Source: an optimization exercise on an open RTL-to-GDS flow (aim: small area, a short achievable clock period and few clock cycles). Production flows keep margins and buffers that such runs may drop. Only simulation tests tie the RTL to the original design; equivalence was not proved. Power is estimated from default activity; no workload was simulated.

==> 04-08 <==
==> flow/design.v <==
package ptts_pkg;
   localparam int SLOTS = 64;
   function automatic logic [63:0] lowest64(input logic [63:0] x);
      logic [63:0] p;
      p = x;
      p = p | {p[62:0], 1'b0};
      p = p | {p[61:0], 2'b0};
      p = p | {p[59:0], 4'b0};
      p = p | {p[55:0], 8'b0};
      p = p | {p[47:0], 16'b0};
      p = p | {p[31:0], 32'b0};
      lowest64 = x & ~{p[62:0], 1'b0};
   endfunction
   function automatic logic [5:0] enc64(input logic [63:0] oh);
      logic [5:0] r;
      r = '0;
      for (int i = 0; i < 64; i++) begin
         if (oh[i]) r = r | 6'(i);
      end
      enc64 = r;
   endfunction
   function automatic logic [7:0] mod_step(input logic [7:0] r, input logic t,
                                           input logic [7:0] p);
      logic [8:0] s, b, g, k, bin, d;
      s = {r, t};
      b = {1'b0, p};
      g = ~s & b;           
      k = ~s | b;           
      for (int w = 1; w < 9; w = w * 2) begin
         for (int i = 8; i >= w; i--) begin
            g[i] = g[i] | (k[i] & g[i-w]);
            k[i] = k[i] & k[i-w];
         end
      end
      bin = {g[7:0], 1'b0};
      d   = s ^ (b ^ bin);
      mod_step = g[8] ? s[7:0] : d[7:0];
   endfunction
   function automatic logic [15:0] inc16(input logic [15:0] a);
      logic [15:0] g;
      g = a;
      for (int w = 1; w < 16; w = w * 2) begin
         for (int i = 15; i >= w; i--) g[i] = g[i] & g[i-w];
      end
      inc16 = a ^ {g[14:0], 1'b1};
   endfunction
   function automatic logic [15:0] dec16(input logic [15:0] a);
      logic [15:0] g;
      g = ~a;
      for (int w = 1; w < 16; w = w * 2) begin
         for (int i = 15; i >= w; i--) g[i] = g[i] & g[i-w];
      end
      dec16 = a ^ {g[14:0], 1'b1};
   endfunction
endpackage
module periodic_task_tick_scheduler #(
   parameter int SLOT_COUNT = 64,
   parameter int TICK_WIDTH = 12
) (
   input  logic        clock,
   input  logic        reset,
   input  logic        req_valid,
   output logic        req_ready,
   input  logic [1:0]  req_mode,
   input  logic [5:0]  req_slot_id,
   input  logic [7:0]  req_period,
   input  logic [15:0] req_repeat_count,
   output logic        rsp_valid,
   input  logic        rsp_ready,
   output logic [5:0]  rsp_fired_slot,
   output logic [15:0] rsp_run_index,
   output logic        rsp_expired,
   output logic        rsp_last
);
   localparam logic [1:0] M_TICK = 2'd0;
   localparam logic [1:0] M_ARM  = 2'd1;
   localparam logic [1:0] M_FREE = 2'd2;
   logic [31:0] qh, qs;           
   logic [1:0]  qcnt;
   logic        q_ready;
   logic        q_push, q_pop;
   logic        adv;              
   assign req_ready = q_ready;
   assign q_push    = req_valid && q_ready;
   assign q_pop     = adv && (qcnt != 2'd0);
   always_ff @(posedge clock) begin
      if (reset) begin
         qcnt    <= 2'd0;
         q_ready <= 1'b1;
      end else begin
         case ({q_push, q_pop})
            2'b10:   begin qcnt <= qcnt + 2'd1; q_ready <= (qcnt == 2'd0); end
            2'b01:   begin qcnt <= qcnt - 2'd1; q_ready <= 1'b1; end
            default: ;
         endcase
      end
   end
   always_ff @(posedge clock) begin
      if (q_push && (qcnt == 2'd0 || (qcnt == 2'd1 && q_pop))) begin
         qh <= {req_mode, req_slot_id, req_period, req_repeat_count};
      end else if (q_pop) begin
         qh <= qs;
      end
      if (q_push) begin
         qs <= {req_mode, req_slot_id, req_period, req_repeat_count};
      end
   end
   logic [TICK_WIDTH-1:0] tcount;
   wire  [1:0]  h_mode   = qh[31:30];
   wire  [5:0]  h_slot   = qh[29:24];
   wire  [7:0]  h_period = qh[23:16];
   wire  [15:0] h_rep    = qh[15:0];
   always_ff @(posedge clock) begin
      if (reset) begin
         tcount <= '0;
      end else if (q_pop && h_mode == M_TICK) begin
         tcount <= tcount + 1'b1;
      end
   end
   logic        s1_v, s2_v, s3_v, s4_v;
   logic [1:0]  s1_mode, s2_mode, s3_mode, s4_mode;
   logic [5:0]  s1_slot, s2_slot, s3_slot, s4_slot;
   logic [7:0]  s1_period, s2_period, s3_period, s4_period;
   logic [15:0] s1_rep, s2_rep, s3_rep, s4_rep;
   logic        s1_wrap, s2_wrap, s3_wrap, s4_wrap;
   logic [7:0]  s1_r, s2_r, s3_r, s4_c;
   logic [7:0]  s1_t;
   logic [4:0]  s2_t;
   logic [1:0]  s3_t;
   logic [7:0]  r1, r2, r3, r4;
   always_comb begin
      r1 = '0;
      for (int i = 11; i >= 8; i--) r1 = ptts_pkg::mod_step(r1, tcount[i], h_period);
      r2 = s1_r;
      for (int i = 7; i >= 5; i--) r2 = ptts_pkg::mod_step(r2, s1_t[i], s1_period);
      r3 = s2_r;
      for (int i = 4; i >= 2; i--) r3 = ptts_pkg::mod_step(r3, s2_t[i], s2_period);
      r4 = s3_r;
      for (int i = 1; i >= 0; i--) r4 = ptts_pkg::mod_step(r4, s3_t[i], s3_period);
   end
   always_ff @(posedge clock) begin
      if (reset) begin
         s1_v <= 1'b0;
         s2_v <= 1'b0;
         s3_v <= 1'b0;
         s4_v <= 1'b0;
      end else if (adv) begin
         s1_v <= (qcnt != 2'd0);
         s2_v <= s1_v;
         s3_v <= s2_v;
         s4_v <= s3_v;
      end
   end
   always_ff @(posedge clock) begin
      if (adv) begin
         s1_mode   <= h_mode;
         s1_slot   <= h_slot;
         s1_period <= h_period;
         s1_rep    <= h_rep;
         s1_wrap   <= (tcount == '1);
         s1_r      <= r1;
         s1_t      <= tcount[7:0];
         s2_mode   <= s1_mode;
         s2_slot   <= s1_slot;
         s2_period <= s1_period;
         s2_rep    <= s1_rep;
         s2_wrap   <= s1_wrap;
         s2_r      <= r2;
         s2_t      <= s1_t[4:0];
         s3_mode   <= s2_mode;
         s3_slot   <= s2_slot;
         s3_period <= s2_period;
         s3_rep    <= s2_rep;
         s3_wrap   <= s2_wrap;
         s3_r      <= r3;
         s3_t      <= s2_t[1:0];
         s4_mode   <= s3_mode;
         s4_slot   <= s3_slot;
         s4_period <= s3_period;
         s4_rep    <= s3_rep;
         s4_wrap   <= s3_wrap;
         s4_c      <= s3_period - r4;
      end
   end
   logic [63:0] armed;
   logic [7:0]  period [0:63];
   logic [7:0]  cnt    [0:63];    
   logic [15:0] runs   [0:63];
   logic [15:0] rem    [0:63];
   logic [63:0] bsel, pend;
   logic        o_space;          
   logic        bv_ff, pany_ff, busy_ff;
   logic [63:0] p_live, fire, slot_oh;
   logic        b_live, p_any;
   logic        is_tick, is_arm, is_free;
   logic        tick_go, arm_go, free_go, s4_go;
   logic        serve, push, b_done;
   always_comb begin
      p_live = pend & armed;
      p_any  = |p_live;
      b_live = |(bsel & armed);
      for (int s = 0; s < 64; s++) begin
         slot_oh[s] = (s4_slot == 6'(s));
         fire[s]    = (cnt[s] == 8'd1) || s4_wrap;
      end
      is_tick = s4_v && (s4_mode == M_TICK);
      is_arm  = s4_v && (s4_mode == M_ARM);
      is_free = s4_v && (s4_mode == M_FREE);
      tick_go = is_tick && !pany_ff && (!bv_ff || o_space);
      arm_go  = is_arm && !busy_ff;
      free_go = is_free && !busy_ff;
      s4_go   = tick_go || arm_go || free_go || (s4_v && s4_mode == 2'd3);
      adv     = !s4_v || s4_go;
      serve  = bv_ff && o_space && !arm_go;
      push   = serve && b_live;
      b_done = !bv_ff || serve;
   end
   logic [15:0] rd_runs, rd_rem;
   logic [5:0]  b_idx;
   logic        rd_forever, rd_expired, b_last;
   always_comb begin
      rd_runs = '0;
      rd_rem  = '0;
      for (int s = 0; s < 64; s++) begin
         rd_runs = rd_runs | (runs[s] & {16{bsel[s]}});
         rd_rem  = rd_rem  | (rem[s]  & {16{bsel[s]}});
      end
      b_idx      = ptts_pkg::enc64(bsel);
      rd_forever = (rd_rem == 16'hFFFF);
      rd_expired = !rd_forever && (rd_rem[15] || rd_rem[14:1] == 14'd0);
      b_last     = !p_any;
   end
   logic [15:0] w_runs, w_rem;
   logic [7:0]  arm_cnt;
   always_comb begin
      if (arm_go) begin
         w_runs = '0;
         w_rem  = s4_rep;
      end else begin
         w_runs = ptts_pkg::inc16(rd_runs);
         w_rem  = rd_forever ? rd_rem : ptts_pkg::dec16(rd_rem);
      end
      arm_cnt = s4_c;
   end
   always_ff @(posedge clock) begin
      for (int s = 0; s < 64; s++) begin
         if ((arm_go && slot_oh[s]) || (serve && bsel[s])) begin
            runs[s] <= w_runs;
            rem[s]  <= w_rem;
         end
         if (arm_go && slot_oh[s]) begin
            period[s] <= s4_period;
            cnt[s]    <= arm_cnt;
         end else if (tick_go) begin
            cnt[s]    <= fire[s] ? period[s] : cnt[s] - 8'd1;
         end
      end
   end
   always_ff @(posedge clock) begin
      if (reset) begin
         armed <= '0;
      end else begin
         for (int s = 0; s < 64; s++) begin
            if (arm_go && slot_oh[s]) begin
               armed[s] <= (s4_period != 8'd0);
            end else if ((free_go && slot_oh[s]) || (serve && bsel[s] && rd_expired)) begin
               armed[s] <= 1'b0;
            end
         end
      end
   end
   logic [63:0] low_f, low_p, f_live, cand, busy_vec, next_oh;
   logic [5:0]  next_slot;
   always_comb begin
      f_live = fire & armed;
      low_f  = ptts_pkg::lowest64(f_live);
      low_p  = ptts_pkg::lowest64(p_live);
      if (tick_go)     busy_vec = f_live;
      else if (b_done) busy_vec = p_live;
      else             busy_vec = (pend | bsel) & armed;
      next_slot = adv ? s3_slot : s4_slot;
      for (int s = 0; s < 64; s++) next_oh[s] = (next_slot == 6'(s));
   end
   always_ff @(posedge clock) begin
      if (reset) begin
         bv_ff   <= 1'b0;
         pany_ff <= 1'b0;
         busy_ff <= 1'b0;
      end else begin
         if (tick_go) begin
            bv_ff   <= |f_live;
            pany_ff <= |(f_live & ~low_f);
         end else if (b_done) begin
            bv_ff   <= |p_live;
            pany_ff <= |(p_live & ~low_p);
         end
         busy_ff <= |(busy_vec & next_oh);
      end
   end
   always_ff @(posedge clock) begin
      if (tick_go) begin
         bsel <= low_f;
         pend <= f_live & ~low_f;
      end else if (b_done) begin
         bsel <= low_p;
         pend <= p_live & ~low_p & ~(arm_go ? slot_oh : 64'd0);
      end else if (arm_go) begin
         bsel <= bsel & ~slot_oh;
         pend <= pend & ~slot_oh;
      end
   end
   logic [23:0] oh_q, os_q;       
   logic [1:0]  ocnt;
   logic        o_pop;
   logic        o_valid;
   wire  [23:0] o_in = {b_idx, rd_runs, rd_expired, b_last};
   logic        do_beat;
   assign do_beat = push;
   assign o_pop = o_valid && rsp_ready;
   always_ff @(posedge clock) begin
      if (reset) begin
         ocnt    <= 2'd0;
         o_space <= 1'b1;
         o_valid <= 1'b0;
      end else begin
         case ({do_beat, o_pop})
            2'b10:   begin ocnt <= ocnt + 2'd1; o_space <= (ocnt == 2'd0); o_valid <= 1'b1; end
            2'b01:   begin ocnt <= ocnt - 2'd1; o_space <= 1'b1; o_valid <= (ocnt == 2'd2); end
            default: ;
         endcase
      end
   end
   always_ff @(posedge clock) begin
      if (do_beat && (ocnt == 2'd0 || (ocnt == 2'd1 && o_pop))) begin
         oh_q <= o_in;
      end else if (o_pop) begin
         oh_q <= os_q;
      end
      if (do_beat) begin
         os_q <= o_in;
      end
   end
   assign rsp_valid      = o_valid;
   assign rsp_fired_slot = oh_q[23:18];
   assign rsp_run_index  = oh_q[17:2];
   assign rsp_expired    = oh_q[1];
   assign rsp_last       = oh_q[0];
endmodule
==> flow/run.sh <==
#!/bin/bash
# synth_recipe.tcl (not shown) runs the flow's synth.tcl, then flattens the netlist and writes it again
# the make line also repeats each setting of config.mk as NAME=value (left out here)
make -C /OpenROAD-flow-scripts/flow DESIGN_CONFIG=/design/flow/config.mk WORK_HOME=/design/flow/orfs CLKGATE_MAP_FILE= SYNTH_SCRIPT=/design/flow/synth_recipe.tcl finish
==> flow/config.mk <==
export PLATFORM = sky130hd
export DESIGN_NAME = periodic_task_tick_scheduler
export DESIGN_NICKNAME = periodic_task_tick_scheduler
export VERILOG_FILES = /design/flow/design.v
export SDC_FILE = /design/flow/constraint.sdc
export NUM_CORES = 4
export LEC_CHECK = 0
export ABC_AREA = 1
export CAP_MARGIN = 20
export CORE_MARGIN = 2
export CORE_UTILIZATION = 40
export SLEW_MARGIN = 20
==> flow/constraint.sdc <==
create_clock -name core_clock -period 16.0 [get_ports {clock}]
set_input_delay 3.2000 -clock core_clock [delete_from_list [all_inputs] [get_ports {clock}]]
set_output_delay 3.2000 -clock core_clock [all_outputs]
set_load 0.01 [all_outputs]
==> 06-25: changes against 04-08 <==
--- a/flow/design.v
+++ b/flow/design.v
@@ -11,6 +11,18 @@
       p = p | {p[31:0], 32'b0};
       lowest64 = x & ~{p[62:0], 1'b0};
    endfunction
+   function automatic logic two64(input logic [63:0] x);
+      logic [63:0] a, t;
+      a = x;
+      t = '0;
+      for (int w = 1; w < 64; w = w * 2) begin
+         for (int i = 0; i < 64; i = i + 2 * w) begin
+            t[i] = t[i] | t[i+w] | (a[i] & a[i+w]);
+            a[i] = a[i] | a[i+w];
+         end
+      end
+      two64 = t[0];
+   endfunction
    function automatic logic [5:0] enc64(input logic [63:0] oh);
       logic [5:0] r;
       r = '0;
@@ -289,10 +301,10 @@
       end else begin
          if (tick_go) begin
             bv_ff   <= |f_live;
-            pany_ff <= |(f_live & ~low_f);
+            pany_ff <= ptts_pkg::two64(f_live);
          end else if (b_done) begin
             bv_ff   <= |p_live;
-            pany_ff <= |(p_live & ~low_p);
+            pany_ff <= ptts_pkg::two64(p_live);
          end
          busy_ff <= |(busy_vec & next_oh);
       end
@@ -331,12 +343,12 @@
       end
    end
    always_ff @(posedge clock) begin
-      if (do_beat && (ocnt == 2'd0 || (ocnt == 2'd1 && o_pop))) begin
+      if (serve && (ocnt == 2'd0 || o_pop)) begin
          oh_q <= o_in;
       end else if (o_pop) begin
          oh_q <= os_q;
       end
-      if (do_beat) begin
+      if (serve) begin
          os_q <= o_in;
       end
    end
==> flow/flow/run.sh (new file) <==
#!/bin/bash
# Layout flow: the standard flow (standard.sh) with all its steps and
# settings, except that timing repair aims for 11 ns of setup slack instead
# of 0, so that it sizes and buffers the paths that set the achieved period.
# The clock period and constraints are the design's, unchanged.
# make's output goes to standard.log; each ORFS step logs to orfs/logs/.
set -uo pipefail
bash standard.sh SETUP_SLACK_MARGIN=11 finish > standard.log 2>&1
==> flow/standard.sh (new file) <==
#!/bin/bash
# synth_recipe.tcl (not shown) runs the flow's synth.tcl, then flattens the netlist and writes it again
# the make line also repeats each setting of config.mk as NAME=value (left out here)
make -C /OpenROAD-flow-scripts/flow DESIGN_CONFIG=/design/flow/config.mk WORK_HOME=/design/flow/orfs CLKGATE_MAP_FILE= SYNTH_SCRIPT=/design/flow/synth_recipe.tcl "${@:-finish}"
--- a/flow/config.mk
+++ b/flow/config.mk
@@ -8,5 +8,8 @@
 export ABC_AREA = 1
 export CAP_MARGIN = 20
 export CORE_MARGIN = 2
-export CORE_UTILIZATION = 40
+export CORE_UTILIZATION = 65
+export CTS_CLUSTER_DIAMETER = 80
+export CTS_CLUSTER_SIZE = 30
+export PLACE_DENSITY = 0.75
 export SLEW_MARGIN = 20
removed: flow/run.sh
==> qor summary <==
| metric | 04-08 | 06-25 |
|---|---|---|
| Multi-input gate share of the layout cell area | 0.259 | 0.272 |
| R2R Setup Slk | 10.16 ns | 11.05 ns |
| Seq area share | 0.598 | 0.632 |
| Worst max-slew margin expressed relative to the limit | 0.148 | 0.113 |
| Die height | 631 µm | 495 µm |
| Layout Utilization | 0.455 | 0.702 |
| Total global routing track utilization | 0.295 | 0.449 |
| Placed instance count | 18,842 | 16,672 |
| Result of the run | finished clean | finished clean |
| Die Wd | 631 µm | 495 µm |
| Final critical delay including setup and external delays | 5.84 ns | 4.95 ns |
| Met1 wire length | 234 mm | 184 mm |
| Slowest cell on the critical path | nor3_1 | nor3_4 |
| TritonCTS buffer count | 374 | 159 |
| Ratio of routed vias to standard cells | 6.01 | 7.01 |
| Via count of the first global-routing pass | 106,930 | 108,856 |
| Netlist Area Pre-Place | 157,000 µm² | 157,000 µm² |
| Synthesized instance count | 13,793 | 13,649 |
| Post-synthesis to final-layout area growth | 13.2% | 7.54% |
| Internal | 17.2 mW | 17.7 mW |
| Total met3 wirelength after detailed routing | 77.9 mm | 94.9 mm |
| Share of the yosys chip area belonging to registers | 0.677 | 0.679 |
| Antenna violations before repair | 29 | 27 |
Testbench counts of 04-08, summed over its fixed seeds: cycles 4,321.
Testbench counts of 06-25, summed over its fixed seeds: cycles 4,321.

## afterwards: timing with drivers on the ports
The results above use ideal ports. As a check the final layouts listed here were re-extracted and re-timed, cells and wires unchanged. Step 1 (the two cells are an assumption about what drives the block):
set clk [get_ports {clock}]
set_driving_cell -lib_cell sky130_fd_sc_hd__clkbuf_16 $clk
set_driving_cell -lib_cell sky130_fd_sc_hd__buf_2 [delete_from_list [all_inputs] $clk]
Step 2 also shifts input and output timing later by t, the mid clock arrival at the registers, as if the neighbouring blocks saw the same clock. Three values: no drivers, after step 1, after step 2; two values: the first two.
run	shift t [ns]	setup WS [ns]	worst setup path after step 2	latest minus earliest clock arrival (ns)	worst register clock-pin slew, ns
04-08	1.098	10.161 / 10.161 / 9.910	input to register	0.126 / 0.127	0.08 / 0.08
06-25	1.003	11.054 / 11.054 / 10.169	input to register	0.095 / 0.095	0.12 / 0.12
After both steps setup and hold are still met in every run listed. For 06-25, which loses most, drivers alone change the setup slack by 0.000 ns; drivers and shift together by -0.885 ns.
